Context: an optimization exercise on an open-source flow, tuned for small area. The choices shown serve that exercise and are no tape-out recipe. Only simulation tests tie the RTL to the original design; equivalence was not proved.

## 01-23
==> flow/design.v (excerpt) <==
module datapath
#(
    parameter logic [31:0] RESET_PC = datapath_pkg::c_RESET_PC
)
(
    input  logic        clk,
    input  logic        reset,
    input  logic [31:0] instr,
    input  logic [31:0] read_data,
    output logic [31:0] pc,
    output logic [31:0] addr_data,
    output logic [31:0] write_data,
    output logic        we
);
==> flow/config.mk <==
export PLATFORM = sky130hd
export DESIGN_NAME = datapath
export DESIGN_NICKNAME = datapath
export VERILOG_FILES = /design/flow/design.v
export SDC_FILE = /design/flow/constraint.sdc
export NUM_CORES = 8
export LEC_CHECK = 0
export CAP_MARGIN = 0
export CORE_MARGIN = 2
export CORE_UTILIZATION = 40
export SLEW_MARGIN = 0
export SYNTH_HIERARCHICAL = 1
==> flow/constraint.sdc <==
create_clock -name core_clock -period 12.0 [get_ports {clk}]
set_input_delay 2.4000 -clock core_clock [delete_from_list [all_inputs] [get_ports {clk}]]
set_output_delay 2.4000 -clock core_clock [all_outputs]
set_load 0.01 [all_outputs]
standard.sh (not shown) runs the stock make flow with config.mk's settings and CLKGATE_MAP_FILE= SYNTH_SCRIPT=/design/flow/synth_recipe.tcl, a recipe that flattens the netlist after the stock synthesis.
==> flow/flow/run.sh <==
#!/bin/bash
# Own layout flow: the standard ORFS flow (standard.sh), with three changes
# to how the layout is made:
#  - after floorplanning, combinational cells that synthesis upsized go back
#    to drive strength 1 (flow/downsize.tcl); placement's repair then resizes
#    or buffers where a net needs it,
#  - the port buffers are buf_1 instead of the default delay-cell buffer,
#  - the clock tree uses clkbuf_4 buffers on small sink clusters and no
#    dummy loads.
# Synthesis, floorplan, tap cells, power grid, placement, routing and
# finishing are otherwise the standard flow's. Each ORFS step writes its own
# log under orfs/logs/; make's own output goes to flow_make.log here.
set -euo pipefail
export POST_FLOORPLAN_TCL="$PWD/flow/downsize.tcl"
export BUFFER_PORTS_ARGS="-buffer_cell sky130_fd_sc_hd__buf_1"
export CTS_ARGS="-sink_clustering_enable -repair_clock_nets -dont_use_dummy_load -buf_list sky130_fd_sc_hd__clkbuf_4 -sink_clustering_size 8 -sink_clustering_max_diameter 50"
bash standard.sh > flow_make.log 2>&1
==> flow/flow/downsize.tcl <==
# Swap every combinational cell that synthesis gave a drive strength above 1
# for the drive-1 cell of the same function; the placement-stage repair
# resizes or buffers again where a net needs the drive.
set db [ord::get_db]
set n 0
foreach inst [[ord::get_db_block] getInsts] {
  set m [[$inst getMaster] getName]
  if {![regexp {^(sky130_fd_sc_hd__[a-z0-9]+)_([0-9]+)$} $m -> base drv]} { continue }
  if {$drv <= 1} { continue }
  if {[regexp {df|dl|edf|sdf|conb|tap|fill|decap|clk|diode} $base]} { continue }
  set new "${base}_1"
  if {[$db findMaster $new] == "NULL"} { continue }
  if {[catch {replace_cell [$inst getName] $new}]} { continue }
  incr n
}
puts "downsize hook: swapped $n cells to drive 1"
[inputs] 09-16 vs 01-23
==> flow/flow/run.sh <==
#!/bin/bash
# Own layout flow: the standard ORFS flow (standard.sh), with two changes
# to how the layout is made:
#  - the port buffers are buf_1 instead of the default delay-cell buffer,
#  - the clock tree uses clkbuf_4 buffers on small sink clusters and no
#    dummy loads.
# Synthesis, floorplan, tap cells, power grid, placement, routing and
# finishing are the standard flow's. Each ORFS step writes its own log under
# orfs/logs/; make's own output goes to flow_make.log here.
set -euo pipefail
export BUFFER_PORTS_ARGS="-buffer_cell sky130_fd_sc_hd__buf_1"
export CTS_ARGS="-sink_clustering_enable -repair_clock_nets -dont_use_dummy_load -buf_list sky130_fd_sc_hd__clkbuf_4 -sink_clustering_size 9 -sink_clustering_max_diameter 55"
bash standard.sh > flow_make.log 2>&1
removed: flow/flow/downsize.tcl
- On 09-16: antenna cell count is 1 higher than what 01-23 gave.
- A critical-path cell with the highest stage delay of o41ai_4 is what 09-16 shows, while nor2_4 belongs to 01-23.
- Comparing growth of design area from synthesis to finish for 01-23 and 09-16, the bigger number came from 09-16.
- On worst clock skew on the final layout, 09-16 does better than 01-23.
- Between 01-23 and 09-16, the routed wire length is higher for 01-23.
- Compared 09-16 vs 01-23, and global routing met3 resource utilization is down in 09-16.

-- static timing again, ports no longer ideal --
No port has a modelled driver above. Below, the same layouts with a new extraction and two added sets of constraints. Step 1, drivers: a clkbuf_16 drives clk and a buf_2 each remaining input, both assumed. Step 2 moves the port delays by t, midway between the first and last clock arrival at a register: inputs arrive t later, outputs are due t later. That takes back most of the time a late clock gives input paths. a / b / c = no drivers / after step 1 / after step 2; a / b = the first two.
run	t (ns)	setup slack, ns	worst hold slack (ns)	slew at the worst register clock pin (ns)
01-23	0.929	1.071 / 1.041 / 1.041	0.587 / 0.587 / 0.587	0.10 / 0.10
09-16	0.903	0.868 / 0.802 / 0.802	0.583 / 0.583 / 0.583	0.12 / 0.12
After both steps setup and hold are still met in every run listed. The setup slack of 09-16, which loses most, moves by -0.066 ns with the drivers and by -0.066 ns with both steps.
